Context: an optimization exercise on an open-source flow, tuned for small area. The choices shown serve that exercise and are no tape-out recipe.
In this exercise RTL edits were held to simulation tests only and were not proved equivalent to the original.

== the previous run ==
Design udp_stream_top, start of the top module:
module udp_stream_top
(
    input  wire logic      m00_axis_aclk,
    input  wire logic      m00_axis_aresetn,
    input  wire logic      wr_valid,
    input  udp_regs_pkg::reg_addr_t      wr_addr,
    input  udp_regs_pkg::reg_data_t      wr_data,
    output logic           wr_ready,
    input  wire logic      rd_valid,
    input  udp_regs_pkg::reg_addr_t      rd_addr,
    output logic           rd_ready,
    output logic           rdata_valid,
    output udp_regs_pkg::reg_data_t      rdata,
    input  wire logic      rdata_ready,
    output logic           m00_axis_tvalid,
    output udp_frame_pkg::axis_data_t     m00_axis_tdata,
    output udp_frame_pkg::axis_keep_t     m00_axis_tkeep,
    output logic           m00_axis_tlast,
    input  wire logic      m00_axis_tready
);
For scale: roughly 1,500 cells after synthesis, about 160 I/O pins.
Settings: LEC_CHECK=0, CAP_MARGIN=20, CORE_MARGIN=2, CORE_UTILIZATION=60, SLEW_MARGIN=20; clock period 10.0 ns.
standard.sh (not shown) runs the stock make flow with config.mk's settings and CLKGATE_MAP_FILE= SYNTH_SCRIPT=/design/flow/synth_recipe.tcl, a recipe that flattens the netlist after the stock synthesis.
==> flow/flow/run.sh <==
#!/bin/bash
# Standard layout, with two changes: the port buffers are the smallest
# buffer cell, and the clock tree uses small clock buffers in larger
# sink clusters, without dummy loads.
set -euo pipefail
export BUFFER_PORTS_ARGS="-buffer_cell sky130_fd_sc_hd__buf_1"
export CTS_ARGS="-sink_clustering_enable -repair_clock_nets -buf_list sky130_fd_sc_hd__clkbuf_4 -sink_clustering_size 10 -sink_clustering_max_diameter 50 -dont_use_dummy_load"
bash standard.sh > standard_flow.log 2>&1
What the current run does differently from the previous run at the input level:
--- a/flow/design.v
+++ b/flow/design.v
@@ -129,52 +129,48 @@
         end else if (rdata_ready) begin
             rdata_valid <= 1'b0;
         end
     end
     always_ff @(posedge m00_axis_aclk) begin
         if (rd_take) begin
             rdata <= rd_value;
         end
     end
     logic       start_pend, sending, expire, frame_start, beat_ack, beat_last, first_beat;
     logic [4:0] beat_idx;
-    logic       timer_zero, timer_wrap;
     localparam logic [4:0] BEAT_FIRST = 5'd27;
-    assign expire      = ~timer_zero && (timer_count == pkt_delay);
+    assign expire      = (pkt_delay != '0) && (timer_count == pkt_delay);
     assign frame_start = start_pend & ~sending;
     assign beat_ack    = sending & m00_axis_tready;
     logic [31:0] timer_next, sent_next;
     always_comb begin
         logic c, s;
         c = 1'b1;
         for (int i = 0; i < 32; i++) begin
             timer_next[i] = (timer_count[i] ^ c) & ~expire;
             c = c & timer_count[i];
         end
-        timer_wrap = c;
         s = beat_ack & first_beat;
         for (int i = 0; i < 32; i++) begin
             sent_next[i] = sent_count[i] ^ s;
             s = s & sent_count[i];
         end
     end
     always_ff @(posedge m00_axis_aclk or negedge m00_axis_aresetn) begin
         if (!m00_axis_aresetn) begin
             timer_count <= '0;
-            timer_zero  <= 1'b1;
             start_pend  <= 1'b0;
             sending     <= 1'b0;
             sent_count  <= '0;
         end else begin
             timer_count <= timer_next;
-            timer_zero  <= expire | timer_wrap;   
             start_pend  <= expire | (start_pend & ~frame_start);
             if (frame_start)
                 sending <= 1'b1;
             else if (beat_ack && beat_last)
                 sending <= 1'b0;
             sent_count  <= sent_next;
         end
     end
     always_ff @(posedge m00_axis_aclk) begin
         if (frame_start)
             beat_idx <= BEAT_FIRST;
@@ -188,48 +184,48 @@
         if (frame_start) begin
             h_mac   <= dst_mac;
             h_sip   <= src_ip;
             h_dip   <= dst_ip;
             h_sport <= src_port;
             h_dport <= dst_port;
         end
     end
     localparam logic [15:0] CS_K = 16'h84AF;
     logic [15:0] cs_a, cs_b, cs_c, cs_d;
     logic [15:0] s1, c1, s2, c2, s3, c3, x, y, r;
-    logic [15:0] ip_csum, gk, pk;
+    logic [15:0] ip_csum, csum_sum;
     always_comb begin
-        logic gp, pp;
+        logic cy, g;
         cs_a = h_sip[31:16]; cs_b = h_sip[15:0];
         cs_c = h_dip[31:16]; cs_d = h_dip[15:0];
         s1 = cs_a ^ cs_b ^ cs_c;
         c1 = (cs_a & cs_b) | (cs_a & cs_c) | (cs_b & cs_c);
         c1 = {c1[14:0], c1[15]};
         s2 = s1 ^ c1 ^ cs_d;
         c2 = (s1 & c1) | (s1 & cs_d) | (c1 & cs_d);
         c2 = {c2[14:0], c2[15]};
         s3 = s2 ^ c2 ^ CS_K;
         c3 = (s2 & c2) | (s2 & CS_K) | (c2 & CS_K);
         c3 = {c3[14:0], c3[15]};
         x = s3; y = c3;
-        gp = 1'b0;
-        pp = 1'b1;
+        g = 1'b0;
+        for (int i = 0; i < 16; i++) g = (x[i] & y[i]) | ((x[i] | y[i]) & g);
+        cy = g;
         for (int i = 0; i < 16; i++) begin
-            gk[i] = gp;
-            pk[i] = pp;
-            gp = (x[i] & y[i]) | ((x[i] ^ y[i]) & gp);
-            pp = pp & (x[i] ^ y[i]);
-        end
-        for (int i = 0; i < 16; i++)
-            r[i] = x[i] ^ y[i] ^ (gk[i] | (pk[i] & gp));
-        ip_csum = ~r;
+            r[i] = x[i] ^ y[i] ^ cy;
+            cy = (x[i] & y[i]) | ((x[i] ^ y[i]) & cy);
+        end
+        csum_sum = ~r;
+    end
+    always_ff @(posedge m00_axis_aclk) begin
+        ip_csum <= csum_sum;
     end
     logic [63:0] beat_data;
     logic bsel0, bsel3, bsel4;
     assign bsel0 = (beat_idx[4] & ~beat_idx[2] & beat_idx[1]);
     assign bsel3 = (beat_idx[4] & beat_idx[1] & ~beat_idx[0]);
     assign bsel4 = (beat_idx[4] & beat_idx[2] & beat_idx[1] & beat_idx[0]);
     assign beat_last = (beat_idx[4] & ~beat_idx[3]);
     assign beat_data[0] = (beat_idx[4] & beat_idx[3] & ~beat_idx[1] & ~beat_idx[0]) | (bsel0 & h_mac[40]) | (bsel3 & ip_csum[8]) | (bsel4 & h_dip[8]);
     assign beat_data[1] = (~beat_idx[4] & beat_idx[0]) | (beat_idx[4] & beat_idx[3] & ~beat_idx[1] & ~beat_idx[0]) | (bsel0 & h_mac[41]) | (bsel3 & ip_csum[9]) | (bsel4 & h_dip[9]);
     assign beat_data[2] = (~beat_idx[4] & ~beat_idx[1] & beat_idx[0]) | (~beat_idx[4] & beat_idx[1] & ~beat_idx[0]) | (bsel0 & h_mac[42]) | (bsel3 & ip_csum[10]) | (bsel4 & h_dip[10]);
     assign beat_data[3] = (beat_idx[2] & ~beat_idx[1] & ~beat_idx[0]) | (~beat_idx[4] & ~beat_idx[2] & beat_idx[1]) | (~beat_idx[2] & ~beat_idx[1] & beat_idx[0]) | (bsel0 & h_mac[43]) | (bsel3 & ip_csum[11]) | (bsel4 & h_dip[11]);
### Flow results
Changes observed in the current run relative to the previous run: cell area after technology mapping climbed 4.0%, synthesized cell count climbed 87, met2 layer usage reported by global route dropped 1.7 points, sequential share of the synthesized area dropped 0.94 points. As of the current run, design area had risen by a few percent compared to the previous run. Sequential fraction of total cell area: the current run < the previous run. The current run vs the previous run, global-route wire length before repair went up by 4000 um. | number of antenna violations at the first check in global routing | the current run vs the previous run | 1 lower |. Status: clock buffer and inverter area fraction after layout parity (the previous run, the current run).

==> afterwards: timing with drivers on the ports <==
In the flow no input, the clock included, has a driving cell. The finished layouts below were timed again as built, in two steps. Step 1 (the two cells are an assumption about what drives the block):
set clk [get_ports {m00_axis_aclk}]
set_driving_cell -lib_cell sky130_fd_sc_hd__clkbuf_16 $clk
set_driving_cell -lib_cell sky130_fd_sc_hd__buf_2 [delete_from_list [all_inputs] $clk]
Step 2 moves the port delays by t, midway between the first and last clock arrival at a register: inputs arrive t later, outputs are due t later. That takes back most of the time a late clock gives input paths. Slacks: no drivers / after step 1 / after step 2; pairs: no drivers / after step 1.
run | t (ns) | setup WS [ns] | worst data-port slew with drivers (ns) | pins driven straight from the clock port
the previous run | 0.845 | 2.497 / 2.492 / 1.682 | 0.10 | 1
the current run | 0.847 | 0.758 / 0.758 / 0.758 | 0.06 | 1
After both steps setup and hold are still met in every run listed. The setup slack of the previous run, which loses most, moves by -0.005 ns with the drivers and by -0.815 ns with both steps.
